Context: an optimization exercise on an open-source flow, tuned for small area, a short achievable clock period and few clock cycles per item. The choices shown serve that exercise and are no tape-out recipe.
In this exercise RTL edits were held to simulation tests only and were not proved equivalent to the original.

==> run a <==
// apbExecTop
module apbExecTop (
    input  logic        clk,
    input  logic        rstN,
    input  logic        pSel,
    input  logic        pEnable,
    input  logic        pWrite,
    input  logic [11:0] pAddr,
    input  logic [31:0] pWData,
    output logic [31:0] pRData,
    output logic        pReady,
    output logic        pSlvErr
);
    logic        setup, access;
    logic        aInstr, aReg, aHi, aLo, aErr;
    logic        supported, hiLoDep;
    logic [31:0] instrQ;
    logic        acInstr, acRead, acReg, acHi, acLo, acMt;
    logic        okMt, okOther, aMt, leftLe2, leftLe3;
    logic        wrD, wrQ, fwdQ, fwdD;
    logic        readyQ, errQ;
    logic [4:0]  portAddr;
    logic [31:0] portData, rfData;
    logic        mdBusyNext, unitBusy, unitBusyNext;
    logic        issue;
    assign setup  = pSel && !pEnable;
    assign access = pSel && pEnable;
    assign aInstr = pWrite && (pAddr == 12'h000) && supported;
    assign aReg   = !pWrite && (pAddr[11:7] == 5'b00010) && (pAddr[1:0] == 2'b00);
    assign aHi    = !pWrite && (pAddr == 12'h200);
    assign aLo    = !pWrite && (pAddr == 12'h204);
    assign aErr   = !(aInstr || aReg || aHi || aLo);
  ...
clock: 10.0 ns
lec_check: 0
cap_margin: 20
core_margin: 2
core_utilization: 45
place_density: 0.6
setup_slack_margin: 5
slew_margin: 20
run.sh (not shown) runs the stock make flow with config.mk's settings and CLKGATE_MAP_FILE= SYNTH_SCRIPT=/design/flow/synth_recipe.tcl, a recipe that flattens the netlist after the stock synthesis.
==> inputs of run b, as changes to run a <==
--- a/flow/design.v
+++ b/flow/design.v
@@ -108,121 +108,92 @@
     output logic        busyNext,
     output logic        leftLe2,
     output logic        leftLe3,
     output logic [31:0] hi,
     output logic [31:0] lo
 );
     logic        sAlign, sStep, sRes, sFix;
     logic        divMode, negHi, negLo;
+    logic [5:0]  lzX, lzY;
     logic [5:0]  cnt;
-    logic [33:0] bReg;
-    logic [31:0] mReg;
+    logic [31:0] bReg, mReg;
     logic [33:0] b3Reg;
     logic        accept, lastStep, fixNeeded;
     logic [31:0] aMag, bMag;
     logic        aNeg, bNeg;
     logic [5:0]  lzHi, lzLo;
     assign aNeg   = opSigned & a[31];
     assign bNeg   = opSigned & b[31];
     assign aMag   = aNeg ? (~a + 32'd1) : a;
     assign bMag   = bNeg ? (~b + 32'd1) : b;
     assign accept = start && !(opDiv && (b == 32'd0));
-    lzCount uLzHi (.x(aNeg ? ~a : a), .n(lzHi));
-    lzCount uLzLo (.x(bNeg ? ~b : b), .n(lzLo));
-    logic       swap, done, doneD, swapD;
-    logic [5:0] shAmt, lzA, lzB;
-    logic       aNegQ, bNegQ;
-    logic [6:0] lzAe, lzBe, divUp;
-    assign lzAe   = {1'b0, lzHi} - {6'd0, aNeg};
-    assign lzBe   = {1'b0, lzLo} - {6'd0, bNeg};
-    assign divUp  = {1'b0, lzLo} + {6'd0, aNeg};
-    assign swapD  = lzAe > lzBe;
-    assign doneD  = opDiv ? (divUp < {1'b0, lzHi}) : ((a == 32'd0) || (b == 32'd0));
-    logic [31:0] shSrc, mcand;
-    logic [33:0] shRes;
+    lzCount uLzHi (.x(aMag), .n(lzHi));
+    lzCount uLzLo (.x(bMag), .n(lzLo));
+    logic       swap, done;
+    logic [5:0] shAmt;
+    assign swap  = lzX > lzY;
+    assign done  = divMode ? (lzY < lzX) : (lzX[5] | lzY[5]);
+    assign shAmt = divMode ? (lzY - lzX) : ((swap ? lzX : lzY) & 6'b111110);
+    logic [31:0] shSrc, shRes, mcand;
     assign shSrc = (divMode || !swap) ? lo : hi;
-    logic [6:0] lzAeQ, lzBeQ, divUpQ;
-    assign lzAeQ  = {1'b0, lzA} - {6'd0, aNegQ};
-    assign lzBeQ  = {1'b0, lzB} - {6'd0, bNegQ};
-    assign divUpQ = {1'b0, lzB} + {6'd0, aNegQ};
-    assign shAmt  = divMode ? 6'(divUpQ - {1'b0, lzA})
-                            : ((swap ? lzAeQ[5:0] : lzBeQ[5:0]) & 6'b111100);
-    assign shRes  = {2'b00, shSrc} << shAmt;
+    assign shRes = shSrc << shAmt[4:0];
     assign mcand = swap ? lo : hi;
-    logic [33:0] pp1, pp0;
-    logic [35:0] csX, csY, csZ, csS, csC;
-    always_comb begin
-        case (mReg[31:30])
-            2'd0:    pp1 = 34'd0;
-            2'd1:    pp1 = {2'b00, bReg[31:0]};
-            2'd2:    pp1 = {1'b0, bReg[31:0], 1'b0};
-            default: pp1 = b3Reg;
-        endcase
-        case (mReg[29:28])
-            2'd0:    pp0 = 34'd0;
-            2'd1:    pp0 = {2'b00, bReg[31:0]};
-            2'd2:    pp0 = {1'b0, bReg[31:0], 1'b0};
-            default: pp0 = b3Reg;
-        endcase
-    end
-    assign csX = {4'd0, lo[27:0], 4'd0};
-    assign csY = {pp1, 2'b00};
-    assign csZ = {2'b00, pp0};
-    assign csS = csX ^ csY ^ csZ;
-    assign csC = {((csX[34:0] & csY[34:0]) | (csX[34:0] & csZ[34:0])
-                 | (csY[34:0] & csZ[34:0])), 1'b0};
-    logic [35:0] addA, addB;
+    logic [33:0] addA, addB;
     logic        addC;
-    logic [36:0] addW;
-    logic [35:0] addS;
+    logic [34:0] addW;
+    logic [33:0] addS;
     logic        divGeq;
     always_comb begin
         if (sFix) begin
-            addA = {4'd0, ~lo};
-            addB = 36'd0;
+            addA = {2'b00, ~lo};
+            addB = 34'd0;
             addC = 1'b1;
         end else if (sAlign) begin
-            addA = {4'd0, mcand};
-            addB = {3'd0, mcand, 1'b0};
+            addA = {2'b00, mcand};
+            addB = {1'b0, mcand, 1'b0};
             addC = 1'b0;
         end else if (divMode) begin
-            addA = {4'd0, hi};
+            addA = {2'b00, hi};
             addB = {2'b11, ~bReg};
             addC = 1'b1;
         end else begin
-            addA = csS;
-            addB = csC;
+            addA = {2'b00, lo[29:0], 2'b00};
+            case (mReg[31:30])
+                2'd0:    addB = 34'd0;
+                2'd1:    addB = {2'b00, bReg};
+                2'd2:    addB = {1'b0, bReg, 1'b0};
+                default: addB = b3Reg;
+            endcase
             addC = 1'b0;
         end
     end
     assign addW   = {addA, 1'b1} + {addB, addC};
-    assign addS   = addW[36:1];
-    assign divGeq = !addS[35];
-    logic [3:0]  cQ;
+    assign addS   = addW[34:1];
+    assign divGeq = !addS[33];
+    logic [1:0]  cQ;
     logic [31:0] incSrc;
-    logic [3:0]  incAmt;
+    logic [1:0]  incAmt;
     logic [31:0] hiInc;
     logic        loZero;
     assign loZero = (lo == 32'd0);
     assign incSrc = sFix ? ~hi : hi;
-    assign incAmt = sFix ? {3'd0, divMode | loZero} : cQ;
-    assign hiInc  = incSrc + {28'd0, incAmt};
+    assign incAmt = sFix ? {1'b0, divMode | loZero} : cQ;
+    assign hiInc  = incSrc + {30'd0, incAmt};
     assign lastStep  = sStep && (cnt == 6'd1);
     assign fixNeeded = negHi | negLo;
     logic nAlign, nStep, nRes, nFix, carryOut;
-    assign carryOut = !divMode && (addS[35:32] != 4'd0);
+    assign carryOut = !divMode && (addS[33:32] != 2'd0);
     assign nAlign = accept;
     assign nStep  = (sAlign && !done) || (sStep && !lastStep);
     assign nRes   = lastStep && carryOut;
     assign nFix   = fixNeeded && ((sAlign && done && divMode)
                                || (lastStep && !carryOut) || sRes);
     assign busy     = sAlign | sStep | sRes | sFix;
-    assign busyNext = nAlign | nStep | (lastStep && (!divMode || fixNeeded))
-                    | (fixNeeded && ((sAlign && done && divMode) || sRes));
+    assign busyNext = nAlign | nStep | nRes | nFix;
     logic [6:0] left;
     always_comb begin
         if (sStep)       left = {1'b0, cnt} + {6'd0, !divMode} + {6'd0, fixNeeded};
         else if (sRes)   left = 7'd1 + {6'd0, fixNeeded};
         else if (sFix)   left = 7'd1;
         else if (sAlign) left = done ? (7'd1 + {6'd0, divMode & fixNeeded}) : 7'd64;
         else             left = 7'd0;
     end
@@ -238,70 +209,66 @@
             sAlign <= nAlign;
             sStep  <= nStep;
             sRes   <= nRes;
             sFix   <= nFix;
         end
     end
     always_ff @(posedge clk) begin
         if (accept) begin
-            swap    <= swapD;
-            lzA     <= lzHi;
-            lzB     <= lzLo;
-            aNegQ   <= aNeg;
-            bNegQ   <= bNeg;
-            done    <= doneD;
+            lzX     <= lzHi;
+            lzY     <= lzLo;
             divMode <= opDiv;
             negHi   <= opDiv ? aNeg : (aNeg ^ bNeg);
             negLo   <= aNeg ^ bNeg;
         end
         if (sAlign) begin
             if (divMode) begin
                 bReg <= shRes;
                 cnt  <= shAmt + 6'd1;
             end else begin
-                bReg  <= {2'b00, mcand};
-                b3Reg <= addS[33:0];
-                mReg  <= shRes[31:0];
-                cnt   <= 6'd8 - {2'b00, shAmt[5:2]};
+                bReg  <= mcand;
+                b3Reg <= addS;
+                mReg  <= shRes;
+                cnt   <= 6'd16 - {1'b0, shAmt[5:1]};
             end
         end
         if (sStep) begin
             cnt <= cnt - 6'd1;
             if (divMode) begin
-                bReg <= {1'b0, bReg[33:1]};
+                bReg <= {1'b0, bReg[31:1]};
             end else begin
-                mReg <= {mReg[27:0], 4'b0000};
+                mReg <= {mReg[29:0], 2'b00};
             end
         end
     end
     always_ff @(posedge clk) begin
         if (!rstN) begin
             hi <= '0;
             lo <= '0;
             cQ <= '0;
         end else if (accept) begin
             hi <= aMag;
             lo <= bMag;
-            cQ <= 4'd0;
+            cQ <= 2'd0;
         end else if (sAlign) begin
             if (!divMode) hi <= 32'd0;
             lo <= 32'd0;
         end else if (sStep) begin
             if (divMode) begin
                 if (divGeq) hi <= addS[31:0];
                 lo <= {lo[30:0], divGeq};
             end else begin
-                hi <= {hiInc[27:0], lo[31:28]};
+                hi <= {hiInc[29:0], lo[31:30]};
                 lo <= addS[31:0];
-                cQ <= addS[35:32];
+                cQ <= addS[33:32];
             end
         end else if (sRes) begin
             hi <= hiInc;
-            cQ <= 4'd0;
+            cQ <= 2'd0;
         end else if (sFix) begin
             if (negHi) hi <= hiInc;
             if (negLo) lo <= addS[31:0];
         end else begin
             if (mtHi) hi <= mtData;
             if (mtLo) lo <= mtData;
         end
     end
@@ -327,17 +294,16 @@
 `timescale 1ns/1ns
 module regFile (
     input  logic        clk,
     input  logic        rstN,
     input  logic        we,
     input  logic [4:0]  wa,
     input  logic [31:0] wd,
     input  logic [4:0]  ra,
-    input  logic        re,
     output logic [31:0] rd
 );
     logic [31:0] regs [32];
     logic [31:0] valid;
     logic [31:0] sel;
     always_ff @(posedge clk) begin
         if (!rstN) begin
             valid <= '0;
@@ -347,17 +313,17 @@
     end
     always_ff @(posedge clk) begin
         if (we && (wa != 5'd0)) begin
             regs[wa] <= wd;
         end
     end
     always_comb begin
         for (int i = 0; i < 32; i++) begin
-            sel[i] = (ra == 5'(i)) && valid[i] && re;
+            sel[i] = (ra == 5'(i)) && valid[i];
         end
     end
     always_comb begin
         rd = 32'd0;
         for (int i = 1; i < 32; i++) begin
             rd = rd | ({32{sel[i]}} & regs[i]);
         end
     end
@@ -393,39 +359,38 @@
     assign aReg   = !pWrite && (pAddr[11:7] == 5'b00010) && (pAddr[1:0] == 2'b00);
     assign aHi    = !pWrite && (pAddr == 12'h200);
     assign aLo    = !pWrite && (pAddr == 12'h204);
     assign aErr   = !(aInstr || aReg || aHi || aLo);
     control uControl (.instr(pWData), .supported(supported), .hiLoDep(hiLoDep));
     assign issue = access && readyQ && acInstr;
     assign pReady  = readyQ;
     assign pSlvErr = errQ;
-    assign pRData = (acHi || acLo) ? (acHi ? hi : lo) : opA;
-    logic capture;
-    assign capture = access && !readyQ && acRead && !(acHi || acLo);
+    logic rdOkD;
+    assign pRData = acReg ? rfData : (acHi ? hi : (acLo ? lo : 32'd0));
+    assign rdOkD  = aReg ? !fwdD : ((aHi || aLo) ? !mdBusyNext : 1'b1);
     always_ff @(posedge clk) begin
         if (!rstN) begin
             readyQ  <= 1'b0;
             acInstr <= 1'b0;
             acRead  <= 1'b0;
             acReg   <= 1'b0;
             acHi    <= 1'b0;
             acLo    <= 1'b0;
         end else if (setup) begin
             acInstr <= aInstr;
             acRead  <= !pWrite;
             acReg   <= aReg;
             acHi    <= aHi;
             acLo    <= aLo;
             acMt    <= aMt;
-            readyQ  <= pWrite ? (aErr || !hiLoDep || (aMt ? okMt : okOther))
-                              : ((aHi || aLo) && !mdBusyNext);
+            readyQ  <= pWrite ? (aErr || !hiLoDep || (aMt ? okMt : okOther)) : rdOkD;
         end else if (access && !readyQ) begin
             if (acRead) begin
-                readyQ <= capture || ((acHi || acLo) && !mdBusyNext);
+                readyQ <= acReg || !mdBusyNext;
             end else begin
                 readyQ <= acMt ? okMt : okOther;
             end
         end else begin
             readyQ <= 1'b0;
         end
     end
     always_ff @(posedge clk) begin
@@ -533,26 +498,24 @@
             fwdQ <= fwdD;
         end
     end
     assign wr       = wrQ;
     assign portData = fwdQ ? exY : rfData;
     always_ff @(posedge clk) begin
         if (issue) begin
             opA <= portData;
-        end else if (capture) begin
-            opA <= acReg ? portData : 32'd0;
         end
         if (v1) begin
             opB <= immOp ? extImm : portData;
         end
     end
     regFile uRegFile (
         .clk(clk), .rstN(rstN), .we(wr), .wa(exRd), .wd(exY),
-        .ra(portAddr), .re(1'b1), .rd(rfData)
+        .ra(portAddr), .rd(rfData)
     );
     alu uAlu (
         .a(opA), .b(opB), .shamt(exShamt), .sub(exSub), .shLeft(exShLeft),
         .shArith(exShArith), .sel(exSel), .hi(hi), .lo(lo), .y(exY)
     );
     mulDiv uMulDiv (
         .clk(clk), .rstN(rstN), .start(v2 && exMd), .opSigned(exSigned),
         .opDiv(exDiv), .a(opA), .b(opB), .mtHi(mtHi), .mtLo(mtLo), .mtData(opA),
==> inputs of run c, as changes to run a <==
Settings changed: CORE_UTILIZATION 45 to 50, PLACE_DENSITY 0.6 to 0.64.
==> comparison table <==
| metric | run a | run c | run b |
|---|---|---|---|
| Height of the die | 409 um | 388 um | 401 um |
| Number of enable-type register cells in the synthesized netlist | 1171 | 1171 | 1167 |
| Part of the Yosys area used for sequential elements | 52.7% | 52.7% | 54.5% |
| Design Area, Final | 86400 um^2 | 85300 um^2 | 85700 um^2 |
| HPWL after detailed placement | 218000 um | 212000 um | 201000 um |
| Post-synth net total | 6961 | 6961 | 6573 |
| Post-CTS setup buffer count | 123 | 110 | 149 |
| Library cell appearing most often on the critical path | sky130_fd_sc_hd__buf_6 | sky130_fd_sc_hd__a21o_1 | - |
| Fraction of met1 tracks used by global routing | 54.7% | 57.5% | 56.2% |
| Final routed wire length divided by cell count | 38.1 um | 37.9 um | 38.9 um |
| Number of multi-input logic gates | 4587 | 4588 | 4308 |
| Relative area of non-clock buffer cells in the final design | 5.88% | 5.48% | 7.19% |
| Worst min-delay path endpoint | uRegFile.valid[7]$_SDFFE_PN0P_ | uMulDiv.mReg[17]$_DFF_P_ | acInstr$_SDFFE_PN0P_ |
| Global placement routability congestion | 1.01 | 1.06 | 1.04 |
| Fmax achieved | 192 MHz | 193 MHz | 176 MHz |
| Result of the run | timing/DRC/antenna clean | timing/DRC/antenna clean | timing/DRC/antenna clean |
| DIE WIDTH | 409 um | 388 um | 401 um |
| Maximum resistive drop on vdd | 0.188 mV | 0.181 mV | 0.181 mV |
| Total area of multi-input combinational cells | 33800 um^2 | 33500 um^2 | 32800 um^2 |
| Xor and xnor area share after synthesis | 2.65% | 2.65% | 2.50% |
Testbench counts of run a, summed over its fixed seeds: cycles 27,453, items 12,128.
Testbench counts of run b, summed over its fixed seeds: cycles 27,539, items 12,128.
Testbench counts of run c, summed over its fixed seeds: cycles 27,453, items 12,128.

-- re-timing with driven ports --
The flow's constraints put no driver on any port. The routed layouts listed below were extracted and timed again, unchanged, in two steps. Step 1, drivers: a clkbuf_16 drives clk and a buf_2 each remaining input, both assumed. Step 2 times the ports against the registers' clock, not the clock port: input delays grow and output delays shrink by t, the midpoint of the rising clock arrivals with the driver on. a / b / c = no drivers / after step 1 / after step 2; a / b = the first two.
run | t, ns | setup WS [ns] | pins driven straight from the clock port
run a | 0.910 | 4.779 / 4.779 / 4.779 | 1
run b | 0.868 | 4.330 / 4.251 / 4.160 | 1
run c | 0.888 | 4.818 / 4.818 / 4.818 | 1
After both steps setup and hold are still met in every run listed. For run b, which loses most, drivers alone change the setup slack by -0.079 ns; drivers and shift together by -0.170 ns.
